This design comes from an exercise in tuning for small area, a short achievable clock period and few clock cycles per item on the open sky130 flow, not from production work.
The RTL of this run was laid out without a check of its function.
Power figures rest on the tool's default switching activity, not on a simulated workload.

**design/flow/config.mk**
```make
export PLATFORM = sky130hd
export DESIGN_NAME = muldiv_seq
export DESIGN_NICKNAME = muldiv_seq
export VERILOG_FILES = /design/flow/design.v
export SDC_FILE = /design/flow/constraint.sdc
export NUM_CORES = 4
export LEC_CHECK = 0
export CAP_MARGIN = 20
export CORE_MARGIN = 2
export CORE_UTILIZATION = 40
export SLEW_MARGIN = 20
```
**design/flow/constraint.sdc**
```tcl
create_clock -name core_clock -period 10.0 [get_ports {clk}]
set_input_delay 2.0000 -clock core_clock [delete_from_list [all_inputs] [get_ports {clk}]]
set_output_delay 2.0000 -clock core_clock [all_outputs]
set_load 0.01 [all_outputs]
```
**design/flow/design.v**
```verilog
module muldiv_seq #(
  parameter int W  = 64,
  parameter int CW = 7
) (
  input  logic         clk,
  input  logic         rst,
  input  logic         start,
  input  logic         op_div,
  input  logic         op_signed,
  input  logic         op_dword,
  input  logic [W-1:0] rs,
  input  logic [W-1:0] rt,
  input  logic         rd_hilo,
  input  logic         wr_hi,
  input  logic         wr_lo,
  input  logic [W-1:0] wdata,
  input  logic         kill,
  output logic         busy,
  output logic         done,
  output logic         stall,
  output logic [W-1:0] hi,
  output logic [W-1:0] lo
);
  typedef enum logic [2:0] {IDLE, MUL, NORM, DIV, FIX} state_t;
  state_t        state, nstate;
  logic [5:0]    cnt;
  logic          div_r, dw_r, neg_lo, neg_hi, div0;
  logic [63:0]   a_r;         
  logic [64:0]   b_r;         
  logic [63:0]   s_r, c_r;    
  logic          cin_r;       
  logic [63:0]   pl_r;        
  logic        acc_op;
  logic        sa_in, sb_in;
  logic [63:0] xa_in, xb_in, ma_in, mb_in;
  always_comb begin
    acc_op = (state == IDLE) && start && !kill;
    sa_in  = op_signed && (op_dword ? rs[63] : rs[31]);
    sb_in  = op_signed && (op_dword ? rt[63] : rt[31]);
    xa_in  = op_dword ? rs : {{32{sa_in}}, rs[31:0]};
    xb_in  = op_dword ? rt : {{32{sb_in}}, rt[31:0]};
    ma_in  = sa_in ? (~xa_in + 64'd1) : xa_in;
    mb_in  = sb_in ? (~xb_in + 64'd1) : xb_in;
  end
  logic [71:0] pp [8];
  logic [71:0] msum, mcar;
  logic [8:0]  mlow;
  function automatic logic [143:0] csa(input logic [71:0] x, input logic [71:0] y,
                                       input logic [71:0] z);
    logic [71:0] m;
    m   = (x & y) | (x & z) | (y & z);
    csa = {x ^ y ^ z, m[70:0], 1'b0};
  endfunction
  logic [71:0] l1s0, l1c0, l1s1, l1c1, l1s2, l1c2;
  logic [71:0] l2s0, l2c0, l2s1, l2c1;
  logic [71:0] l3s0, l3c0, l4s0, l4c0;
  always_comb begin
    for (int j = 0; j < 8; j++)
      pp[j] = b_r[j] ? ({8'd0, a_r} << j) : 72'd0;
    {l1s0, l1c0} = csa(pp[0], pp[1], pp[2]);
    {l1s1, l1c1} = csa(pp[3], pp[4], pp[5]);
    {l1s2, l1c2} = csa({8'd0, s_r}, {8'd0, c_r}, pp[6]);
    {l2s0, l2c0} = csa(l1s0, l1c0, l1s1);
    {l2s1, l2c1} = csa(l1c1, l1s2, l1c2);
    {l3s0, l3c0} = csa(l2s0, l2c0, l2s1);
    {l4s0, l4c0} = csa(l3s0, l3c0, l2c1);
    {msum, mcar} = csa(l4s0, l4c0, pp[7]);
    mlow = {1'b0, msum[7:0]} + {1'b0, mcar[7:0]} + {8'd0, cin_r};
  end
  logic [6:0]  lza, lzb;
  logic [6:0]  kdiff;
  logic        a_lt_b;
  logic [5:0]  sh;
  logic [64:0] b_al;
  logic [65:0] d1;
  logic [64:0] d2;
  logic        ge1, ge2;
  logic [63:0] rem1, rem2;
  logic [64:0] bsh1;
  function automatic logic [6:0] lzc64(input logic [63:0] v);
    lzc64 = 7'd64;
    for (int i = 0; i < 64; i++)
      if (v[i]) lzc64 = 7'(63 - i);
  endfunction
  always_comb begin
    lza    = lzc64(a_r);
    lzb    = lzc64(b_r[63:0]);
    kdiff  = lzb - lza;                     
    a_lt_b = (lzb < lza);
    sh     = kdiff[5:0] | 6'd1;
    b_al   = {1'b0, b_r[63:0]} << sh;
    d1   = {2'b0, s_r} - {1'b0, b_r};
    ge1  = !d1[65];
    rem1 = ge1 ? d1[63:0] : s_r;
    bsh1 = {1'b0, b_r[64:1]};
    d2   = {1'b0, rem1} - bsh1;
    ge2  = !d2[64];
    rem2 = ge2 ? d2[63:0] : rem1;
  end
  logic [63:0] phi, xlo, xhi, nlo, nhi, res_hi, res_lo;
  logic        clo;
  always_comb begin
    phi = s_r + c_r + {63'd0, cin_r};
    xlo = (div_r || dw_r) ? pl_r : {phi[31:0], pl_r[63:32]};
    xhi = (div_r || dw_r) ? phi : 64'd0;
    nlo = neg_lo ? (~xlo + 64'd1) : xlo;
    clo = (xlo == 64'd0);
    nhi = neg_hi ? (~xhi + {63'd0, (div_r || clo)}) : xhi;
    if (!div_r) begin
      res_lo = dw_r ? nlo : {{32{nlo[31]}}, nlo[31:0]};
      res_hi = dw_r ? nhi : {{32{nlo[63]}}, nlo[63:32]};
    end else begin
      res_lo = div0 ? 64'hFFFF_FFFF_FFFF_FFFF : dw_r ? nlo : {{32{nlo[31]}}, nlo[31:0]};
      res_hi = dw_r ? nhi : {{32{nhi[31]}}, nhi[31:0]};
    end
  end
  always_comb begin
    nstate = state;
    case (state)
      IDLE: if (start) begin if (op_div) nstate = NORM; else nstate = MUL; end
      MUL:  if (cnt == 6'd0) nstate = FIX;
      NORM: if ((b_r[63:0] == 64'd0) || a_lt_b) nstate = FIX; else nstate = DIV;
      DIV:  if (cnt == 6'd0) nstate = FIX;
      FIX:  nstate = IDLE;
      default: nstate = IDLE;
    endcase
    if (kill) nstate = IDLE;
  end
  always_comb begin
    busy  = (state != IDLE);
    done  = (state == FIX) && !kill;
    stall = busy && (start || rd_hilo || wr_hi || wr_lo);
  end
  always_ff @(posedge clk) begin
    if (rst) state <= IDLE;
    else     state <= nstate;
  end
  always_ff @(posedge clk) begin
    case (state)
      IDLE: if (acc_op) begin
        div_r  <= op_div;
        dw_r   <= op_dword;
        neg_lo <= sa_in ^ sb_in;
        neg_hi <= op_div ? sa_in : (sa_in ^ sb_in);
        a_r    <= ma_in;
        b_r    <= {1'b0, mb_in};
        s_r    <= 64'd0;
        c_r    <= 64'd0;
        cin_r  <= 1'b0;
        cnt    <= op_dword ? 6'd7 : 6'd3;
      end
      MUL: begin
        s_r   <= msum[71:8];
        c_r   <= mcar[71:8];
        cin_r <= mlow[8];
        pl_r  <= {mlow[7:0], pl_r[63:8]};
        b_r   <= {8'd0, b_r[64:8]};
        cnt   <= cnt - 6'd1;
      end
      NORM: begin
        div0 <= (b_r[63:0] == 64'd0);
        s_r  <= a_r;
        pl_r <= 64'd0;
        b_r  <= b_al;
        cnt  <= 6'(kdiff[5:1]);
      end
      DIV: begin
        s_r  <= rem2;
        pl_r <= {pl_r[61:0], ge1, ge2};
        b_r  <= {2'd0, b_r[64:2]};
        cnt  <= cnt - 6'd1;
      end
      default: ;
    endcase
  end
  always_ff @(posedge clk) begin
    if (rst) begin
      hi <= '0;
      lo <= '0;
    end else if (state == FIX && !kill) begin
      hi <= res_hi;
      lo <= res_lo;
    end else if (state == IDLE) begin
      if (wr_hi) hi <= wdata;
      if (wr_lo) lo <= wdata;
    end
  end
endmodule
```
**design/flow/run.sh**
```bash
#!/bin/bash
# synth_recipe.tcl (not shown) runs the flow's synth.tcl, then flattens the netlist and writes it again
# the make line also repeats each setting of config.mk as NAME=value (left out here)
make -C /OpenROAD-flow-scripts/flow DESIGN_CONFIG=/design/flow/config.mk WORK_HOME=/design/flow/orfs CLKGATE_MAP_FILE= SYNTH_SCRIPT=/design/flow/synth_recipe.tcl finish
```
==> notes.md <==
worst min-delay path by stage:
stage | start | to | slack, ns | cells after the start
after global routing | lo[48]$_SDFFE_PP0P_ | lo[48]$_SDFFE_PP0P_ | 0.50 | 2
after floorplan | lo[32]$_SDFFE_PP0P_ | lo[32]$_SDFFE_PP0P_ | 0.50 | 2
after CTS | hi[10]$_SDFFE_PP0P_ | hi[10]$_SDFFE_PP0P_ | 0.49 | 2
final | lo[48]$_SDFFE_PP0P_ | lo[48]$_SDFFE_PP0P_ | 0.49 | 2
after detailed placement | hi[10]$_SDFFE_PP0P_ | hi[10]$_SDFFE_PP0P_ | 0.48 | 2
after global placement | lo[52]$_SDFFE_PP0P_ | lo[52]$_SDFFE_PP0P_ | 0.47 | 2
metrics by stage:
stage / area, um2 / TNS [ns] / util / hold slack [ns]
after floorplan: 59800 / 0 / - / 0.500
after global placement: 65200 / 0 / 0.440 / 0.473
after detailed placement: 65200 / -0.0169 / 0.440 / 0.478
after CTS: 67500 / 0 / 0.456 / 0.492
after global routing: 67500 / 0 / 0.456 / 0.498
final: 67500 / 0 / 0.456 / 0.487
placed cells by master (no fill, tap or decap), types with 128 or more instances in the layout:
cell type and instances:
sky130_fd_sc_hd__nor2_1 487, sky130_fd_sc_hd__o21ai_0 287, sky130_fd_sc_hd__nand2_1 701, sky130_fd_sc_hd__clkdlybuf4s50_1 330
sky130_fd_sc_hd__a21oi_1 439, sky130_fd_sc_hd__ha_1 237, sky130_fd_sc_hd__buf_4 141, sky130_fd_sc_hd__mux2i_1 185
sky130_fd_sc_hd__xor2_1 131, sky130_fd_sc_hd__edfxtp_1 333, sky130_fd_sc_hd__inv_1 654, sky130_fd_sc_hd__dfxtp_1 128
sky130_fd_sc_hd__fa_1 507, sky130_fd_sc_hd__and2_1 497, sky130_fd_sc_hd__xnor2_1 248
what timing repair did:
| action | 4_1_cts | 5_1_grt |
|---|---|---|
| hold buffers | 0 | 0 |
| pin swaps | 0 | 1 |
| setup buffers | 0 | 0 |
| setup endpoints to repair | 1 | 65 |
| endpoints found under the hold margin | 0 | 0 |
| resized for setup | 1 | 6 |
power by group through the flow:
stage          registers, W  logic, W  clock network [W]
5_1_grt             0.00272    0.0115            0.00266
2_1_floorplan       0.00258   0.00653                  0
3_5_place_dp        0.00274    0.0104                  0
3_3_place_gp        0.00274    0.0103                  0
4_1_cts             0.00270    0.0104            0.00260
6_report            0.00272    0.0106            0.00257
cell type report:
cell class / count / area [um2]
flip-flops and latches: 464 / 12600
well taps: 1930 / 2410
clock inverters: 34 / 433
inverters: 660 / 2480
fillers: 14513 / 80500
diodes: 7 / 17.5
clock buffers: 85 / 1870
multi-input cells: 5491 / 43300
repair buffers: 476 / 4450
registers in the layout, indices dropped and copies added, names as in the netlist, 3 cells and up:
name   flops
s_r       64
cnt        6
hi        64
lo        64
pl_r      64
c_r       64
b_r       65
a_r       64
state      3
kinds of logic after synthesis:
group | after synthesis | share of synthesized area
and+or+nand+nor | 2327 | 0.194
AOI/OAI and AO/OA | 1780 | 0.205
buffers and inverters | 1083 | 0.0689
adders and majority gates | 745 | 0.220
DFF | 464 | 0.211
xor gates and xnor gates | 385 | 0.0564
muxes | 254 | 0.0453
critical path, delay by kind of cell (launching register included):
kind                       cells  cell delay, ns
and+or+nand+nor                6            1.76
DFF                            1            0.48
AOI/OAI and AO/OA             17            5.02
adders and majority gates      2            0.68
muxes                          1            0.41
buffers and inverters          2            0.69
layer usage:
metal / vias to the layer above / global-route usage / part of all wire
met5: - / 0 / 0.00020
met4: 8 / 0.220 / 0.074
met3: 697 / 0.0679 / 0.090
met2: 3101 / 0.545 / 0.45
met1: 28077 / 0.429 / 0.39
li1: 24985 / - / -
==> reports/metrics.cfg <==
[timing]
setup_viol=0
timing_max_transition_violations_final=0
fin_ws_ns=0.816
worst_pin_slew_ns=1.24
layout_worst_path_cycle_share=0.918
hold_viol_final=0
timing.slew.headroom=0.170
fin_crit_ns=9.18
timing.clock.skew_ns=0.0472
rsz_0062_raised_after_global_routing=false
maximum_clock_frequency_ghz=0.109

[floorplan]
floorplan.initialDensity=0.404
i_o_pin_count=333
die_x_um=391
die_h_um=391
floorplan.core_area_um2=148000
die_area_um2=153000
floorplan_row_count=141

[critical_path]
critical_path.slowest_cell=sky130_fd_sc_hd__a21oi_4
rr_worst_depth=28
r2r_end=s_r[61]$_DFFE_PP_
path_common_cell=sky130_fd_sc_hd__a21oi_1
timing.critical_path.to_type=flop
worstSetupEndpoint=s_r[61]$_DFFE_PP_
cp_data_arrival_time_ns=9.76
critPathMaxFanout=22
timing_worst_setup_path_type=flop to flop
cpPeakStageDelay_ns=0.54
cp.required_ns=10.57
startpoint=b_r[18]$_DFFE_PP_
timing.reg2reg.setup_slack_ns=0.82
worstReg2RegStart=b_r[18]$_DFFE_PP_
critical_path.startpoint_type=flop

[synthesis]
synth_warnings=2
synth_top_cell_by_area=sky130_fd_sc_hd__fa_1
synth_cell_types=119
post_synth_instance_area_um2=59800
synth.most_common_cell=sky130_fd_sc_hd__nand2_1
leading_post_synthesis_cells_by_cell_area=sky130_fd_sc_hd__fa_1, sky130_fd_sc_hd__edfxtp_1, sky130_fd_sc_hd__and2_1
synthTopCellsByCount=sky130_fd_sc_hd__nand2_1, sky130_fd_sc_hd__inv_1, sky130_fd_sc_hd__fa_1, sky130_fd_sc_hd__and2_1, sky130_fd_sc_hd__nor2_1
mappedNetlistNets=7985
ys_dominant_reg_cell=sky130_fd_sc_hd__edfxtp_1
yosysTopAreaCellShare=0.170
synth_area_per_cell_um2=8.49
netlist_instances=7038
ys_seq_area_frac=0.211
synth_async_sr_flop_share=0
synth_enable_flop_cells=333
yosys_register_bits=464

[clock_tree]
cts_sinks=464
cts_htree_levels=3
cts.path.max_buffers=3
tritoncts_clock_tree=built
clk_transition_reported_paths_ns=0.06
clk_latency_ns=0.71
cts-buffers-inserted=66
clock-root-buffer=sky130_fd_sc_hd__clkbuf_16

[status]
run_status=no timing/DRC/antenna violations

[placement]
gp_routability_congestion=1.07
dp_cells=9019
io_buffers=332
detailedPlacementHpwl_mm=208
place_ws_ns=-0.0169

[pwr]
vdd.ir_drop.worst_mv=0.189
power.density_cell_area_nw_per_um2=235
power_leakage_nw=26.7
intPower_w=0.00779
p_seq_frac=0.171
power_switching_share=0.510
power.share.clock=0.162
net-switching-power_w=0.00811
post_route_total_power_w=0.0159
power.share.combinational=0.667

[detailed_routing]
drc=0
ant_nets=0
detailed_routing_iteration_count_for_the_pre_antenna_repair_pass=10
avgViaCountPerCell=6.22
finalWirelength_mm=269
drt-initial-drc-count=6572
wl_per_cell_um=29.4
detailroute.via_count=56868

[grt]
gr-total-overflow=0
groute.usage.overall=0.344
grt_max_degree=160
first_pass_grt_wire_length_mm=386
grt_pass1_vias=54894
number_of_antenna_violations_at_the_first_check_in_global_routing=15

[run]
number_of_maximum_capacitance_violations=0

[hold_path]
hp-class=flop to flop

[finish]
layout.cells.non_filler=9147
num-nets-final=8106
area_delta_synth_final_pct=13.0
fraction_of_layout_instances_using_a_drive_strength_above_1=0.0652

==> what the ideal ports hide <==
The flow's constraints put no driver on any port. The routed layout listed below was extracted and timed again, unchanged, in two steps. Step 1, drivers: a clkbuf_16 drives clk and a buf_2 each remaining input, both assumed. Step 2 adds t to the input delays and takes it off the output delays; t is the mean of the earliest and latest rising clock arrival at the registers after step 1. Input paths then give back, and output paths get back, about the clock's delay inside the block. Slacks: ideal / step 1 / step 2; pairs: ideal / step 1.
t (ns): 0.767
setup slack, ns: 0.816 / 0.816 / 0.816
worst slew at a driven data input, ns: 0.17
cell pins on the clock port's net: 1
After both steps setup and hold are still met in this run. The setup slack of this run moves by 0.000 ns with the drivers and by 0.000 ns with both steps.
